Source: an optimization exercise on an open RTL-to-GDS flow (aim: small area). Production flows keep margins and buffers that such runs may drop. Function was checked by simulation only, so behaviour that the tests miss may differ from the original. No activity file was given, so power comes from the tool's default toggle rates.

==> flow/design.v, too long to show whole: its modules and the start of the top module <==
// module fold_delay_line: 374 lines
// module coef_bank: 31 lines
// module fa_cell: 4 lines
// module ha_cell: 4 lines
// module hold_mux: 9 lines
// module hold_bit: 6 lines
// module dasel: 11 lines
// module dabit: 6 lines
// module symmetric_mac: 3285 lines
// module fir_sym_top: 40 lines
module fir_sym_top (
  input  logic                 clk,
  input  logic                 rst_n,
  input  logic                 in_valid,
  input  fir_pkg::sample_t     in_data,
  input  logic                 coef_wr,
  input  fir_pkg::coef_addr_t  coef_addr,
  input  fir_pkg::coef_t       coef_data,
  output logic                 out_valid,
  output fir_pkg::acc_t        out_data
);
  // ...
==> flow/run.sh <==
#!/bin/bash
# synth_recipe.tcl (not shown) runs the flow's synth.tcl, then flattens the netlist and writes it again
# the make line also repeats each setting of config.mk as NAME=value (left out here)
make -C /OpenROAD-flow-scripts/flow DESIGN_CONFIG=/design/flow/config.mk WORK_HOME=/design/flow/orfs CLKGATE_MAP_FILE= SYNTH_SCRIPT=/design/flow/synth_recipe.tcl finish
==> flow/config.mk <==
export PLATFORM = sky130hd
export DESIGN_NAME = fir_sym_top
export DESIGN_NICKNAME = fir_sym_top
export VERILOG_FILES = /design/flow/design.v
export SDC_FILE = /design/flow/constraint.sdc
export NUM_CORES = 4
export LEC_CHECK = 0
export CAP_MARGIN = 20
export CELL_PAD_IN_SITES_DETAIL_PLACEMENT = 2
export CELL_PAD_IN_SITES_GLOBAL_PLACEMENT = 2
export CORE_MARGIN = 2
export CORE_UTILIZATION = 20
export CTS_CLUSTER_DIAMETER = 80
export CTS_CLUSTER_SIZE = 30
export PLACE_DENSITY = 0.3
export SLEW_MARGIN = 20
export SYNTH_HIERARCHICAL = 1
==> flow/constraint.sdc <==
create_clock -name core_clock -period 9.0 [get_ports {clk}]
set_input_delay 1.8000 -clock core_clock [delete_from_list [all_inputs] [get_ports {clk}]]
set_output_delay 1.8000 -clock core_clock [all_outputs]
set_load 0.01 [all_outputs]
==> flow_summary_export.csv, run 1 <==
group,metric,value,unit
outcome,status,"finished clean",
power,p_comb,1.55,mW
place,globalplace.congestion,0.909,
place,dp_cells,9584,
die,initial_core_util,0.201,
die,tapCellCount,4387,
synth,synth.area.top_cells,"fa_1, dfxtp_1, a222oi_1",
sta,tightest_slew,1.25,ns
layout,multi_input_area_share,0.652,
power,power_frac_seq,0.402,
layout,clk_share,0.0353,
die,core_area,333000,µm²
layout,inverters,33,
die,die_x,582,µm
layout,n_all_buffers,616,
sta,fin_crit,8.70,ns
synth,synth_simple_gate_area_frac,0.0307,
worst_setup_path,setup.worst_path.start,"i_fold_delay_line.psum[63]",
routing,routed.top_layer,"met5",
layout,buf_share,0.0604,
synth,synth_area,66800,µm²
synth,async_reset_ff_frac,0,
layout,fillers,35800,
power,clockPowerShare,0.422,
worst_setup_path,startpoint_type,"register",
routing,wl_met2,203000,µm
worst_setup_path,reg2reg_slack,0.30,ns
sta,setup_viol,0,
synth,synth_compound_gate_area_share,0.253,
==> run 2, diff against run 1 <==
--- a/flow/config.mk
+++ b/flow/config.mk
@@ -11,6 +11,6 @@
 export CORE_MARGIN = 2
-export CORE_UTILIZATION = 20
+export CORE_UTILIZATION = 27
 export CTS_CLUSTER_DIAMETER = 80
 export CTS_CLUSTER_SIZE = 30
-export PLACE_DENSITY = 0.3
+export PLACE_DENSITY = 0.38
 export SLEW_MARGIN = 20
==> run 2 against run 1 <==
- power down 3.3%
- synthesized area is the same
- count of clock-buffer cells in the layout is 13 lower
- flip-flop and latch count stayed put
- die area decreased by 26%
==> flow_summary_export.csv, run 2 <==
group,metric,value,unit
outcome,status,"finished clean",
global_route,grt_max_degree,154,
layout,fin_util,0.318,
place,dpl_worst_slack,0.199,ns
layout,drive_gt1_frac,0.131,
worst_hold_path,hp-class,"reg2reg",
routing,drc,0,
layout,reg_top3,"i_fold_delay_line.tap x280, i_fold_delay_line.psum x147, i_coef_bank.coefs x128",
power,ir_drop,0.140,mV
sta,tightest_slew,1.17,ns
synth,synth_edf_count,0,
power,power.total,8.55,mW
worst_setup_path,reg2reg_slack,0.14,ns
worst_setup_path,reg2reg_depth,18,
synth,ys_seq_area_frac,0.218,
power,clockPowerShare,0.408,
sta,post-route-worst-setup-slack,0.142,ns
routing,drtIter0Drc,16200,
sta,rsz0062_at_grt,"false",
routing,viasPerCell,7.03,
layout,largest_register_ff_count,280,
synth,synth_ff_type,"dfxtp_1",
synth,yosys.area.top_type,"fa_1",
sta,setup_viol,0,
worst_setup_path,startpoint_type,"register",
layout,regMostFlops,"i_fold_delay_line.tap",
place,globalplace.congestion,0.975,
worst_hold_path,worstHoldStart,"i_symmetric_mac.cs_q[11]",
worst_setup_path,cp-end-kind,"register",
sta,slew_headroom,0.217,
die,core_area,246000,µm²
place,port_buffers,83,
synth,avgSynthCellArea,14.7,µm²
global_route,grt_pass1_vias,61500,
flow_run,maxCapViolations,0,
clocking,post_cts_resized,0,
synth,synth_common_cells,"fa_1, a222oi_1, dfxtp_1",
die,ioPinCount,84,
die,dieArea,252000,µm²
clocking,insertion_delay,0.80,ns
synth,async_reset_ff_frac,0,
clocking,clock_path_buffers,3,
layout,most-common-layout-cells,"fa_1, a222oi_1, dfxtp_1, buf_4, a22o_1",
layout,mostFrequentLayoutCell,"fa_1",
sta,max_freq,113,MHz
sta,min_period_over_period,0.984,
synth,synthCells,4557,
routing,postRouteAntennaNets,0,
layout,fillers,25400,
die,initial_core_util,0.272,
synth,yosysMostFrequentCell,"fa_1",
worst_setup_path,crit_required,9.68,ns
layout,nets,6910,
synth,yosysWarningCount,13,
clocking,htree_levels,3,
power,power.internal,5.56,mW
power,powerDensity,109,nW/µm²
die,fp.dieH,502,µm
worst_hold_path,min_path_cells,1,
clocking,clock_sinks,729,
worst_setup_path,arrival,9.54,ns
clocking,cts_tree,"done",
power,power_frac_seq,0.416,
clocking,cts_hold_buf,0,
clocking,cts.clk_slew.worst_paths,0.10,ns
routing,routedWlPerCell,52.6,µm
global_route,grt_pass1_wl,605000,µm
clocking,cts_made_buffers,72,
global_route,track_usage,0.354,
layout,syn_to_final_growth,17.2,%
power,pwr-share-comb,0.176,
synth,ys_types,25,
die,rows,182,
sta,hold_violations,0,
worst_setup_path,regToRegStartpoint,"i_fold_delay_line.psum[66]",
power,p_leak,18.7,nW
synth,synth.area.top_cells,"fa_1, dfxtp_1, a222oi_1",
clocking,post_cts_buffers,0,
sta,skew,0.111,ns
clocking,cts-root-buf,"clkbuf_16",
die,die_x,502,µm
worst_setup_path,crit_fanout,3,
global_route,grt-ovfl-total,0,
synth,synth_area,66800,µm²
worst_hold_path,hold_end,"i_symmetric_mac.out_data[11]",
routing,firstDrtPassIters,13,
sta,final_max_slew_viol_count,0,
routing,wl,453000,µm
worst_setup_path,crit_path_cell_trace,"and2_1 -> a222oi_1 -> fa_1 -> fa_1 -> fa_1 -> fa_1 -> fa_1 -> fa_1 -> fa_1 -> fa_1 -> fa_1 -> fa_1 -> fa_1 -> fa_1 -> fa_1 -> fa_1 -> fa_1 -> fa_1",
routing,num_vias,60500,
synth,synth_top_area_share,0.485,
power,p_sw,2.98,mW
sta,fin_hold_ws,0.364,ns
worst_setup_path,slowest_delay,0.93,ns
power,switching_share,0.349,
worst_setup_path,crit_slowest_cell,"a222oi_1",
worst_setup_path,cpMostUsedCell,"fa_1",
global_route,antenna_found_initial,24,
worst_setup_path,timing.rr.end,"i_symmetric_mac.cs_q[14]",
synth,ys_ff_latch,729,
place,hpwlAfterDp,356000,µm
sta,tns,0,ns
sta,fin_crit,8.86,ns
worst_setup_path,crit_type,"reg2reg",
==> run 2: cell counts after synthesis <==
No cell type changed its count.
==> run 2: worst max path at each step <==
stage / endpoint / cells past startpoint / start
after floorplan: i_symmetric_mac.cs_q[14] / 18 / i_fold_delay_line.psum[3]
after global placement: i_symmetric_mac.cs_q[14] / 18 / i_fold_delay_line.psum[85]
after detailed placement: i_symmetric_mac.cs_q[14] / 18 / i_fold_delay_line.psum[66]
after CTS: i_symmetric_mac.cs_q[14] / 18 / i_fold_delay_line.psum[66]
after global routing: i_symmetric_mac.cs_q[14] / 18 / i_fold_delay_line.psum[85]
final: i_symmetric_mac.cs_q[14] / 18 / i_fold_delay_line.psum[66]
==> run 2: cells by family after synthesis <==
kind of cell / synth area share
AND/OR/NAND/NOR: 0.0307
adder cells (fa/ha/maj): 0.489
other: 0.000112
flip-flops: 0.218
AO/OA/AOI/OAI: 0.253
multiplexers: 0.00618
buffers and inverters: 0.00255
==> run 2: power groups by stage <==
stage	Clock (mW)	Sequential [mW]	Combinational [mW]
CTS	3.63	3.55	1.47
global route	3.75	3.57	1.56
detailed placement	0	3.63	1.47
finish	3.48	3.55	1.51
global placement	0	3.62	1.46
floorplan	0	3.65	0.506
==> run 2: modules after synthesis, one instance, submodules excluded, excerpt <==
module / cells / copies in the design
hold_bit: 1 / 408
dasel: 1 / 83
fa_cell: 1 / 1621
dabit: 1 / 1328
ha_cell: 1 / 19
fir_sym_top: 6 / 1
symmetric_mac: 412 / 1
coef_bank: 223 / 1
fold_delay_line: 457 / 1
==> run 2: per-layer routing <==
metal,GRT usage,vias to the layer above,share of wire
met5,0,-,0.000049
met4,0.0703,4,0.024
met3,0.146,584,0.14
met2,0.484,4645,0.40
met1,0.516,34000,0.44
li1,-,21300,-
==> run 2: area by class of cell <==
class	instances	area [µm²]	share of cell area
Clock buffer	79	1900	0.0242
Antenna cell	8	20.0	0.000255
Inverter	33	124	0.00158
Sequential cell	729	14600	0.187
Multi-Input combinational cell	3820	52300	0.667
Timing Repair Buffer	571	4500	0.0575
Tap cell	3312	4140	0.0529
Clock inverter	54	779	0.00995
==> run 2: per-stage QoR <==
| step | instances | cell area [µm²] |
|---|---|---|
| 2_1_floorplan | 4587 | 67000 |
| 3_3_place_gp | 8455 | 75600 |
| 3_5_place_dp | 8463 | 75700 |
| 4_1_cts | 8596 | 78300 |
| 5_1_grt | 8599 | 78300 |
| 6_report | 8606 | 78400 |
==> run 2: critical path, delay by kind of cell (launching register included) <==
family / cells / cell delay (ns)
adders and majority gates: 16 / 7.32
AOI/OAI and AO/OA: 1 / 0.93
DFF: 1 / 0.33
and+or+nand+nor: 1 / 0.18

## re-timing with driven ports
Ports are ideal in the flow. The routed layouts listed here were re-timed in OpenROAD. Step 1 (the two cells are an assumption about what drives the block):
set clk [get_ports {clk}]
set_driving_cell -lib_cell sky130_fd_sc_hd__clkbuf_16 $clk
set_driving_cell -lib_cell sky130_fd_sc_hd__buf_2 [delete_from_list [all_inputs] $clk]
Step 2 adds t to the input delays and takes it off the output delays; t is the mean of the earliest and latest rising clock arrival at the registers after step 1. Input paths then give back, and output paths get back, about the clock's delay inside the block. a / b / c = no drivers / after step 1 / after step 2; a / b = the first two.
run | t (ns) | setup WS [ns] | worst setup path at the end | worst register clock-pin slew, ns | pins driven straight from the clock port
run 1 | 0.930 | 0.298 / 0.298 / 0.298 | register to register | 0.09 / 0.09 | 1
run 2 | 0.833 | 0.142 / 0.142 / 0.142 | register to register | 0.10 / 0.10 | 1
After both steps every run listed still meets setup and hold.
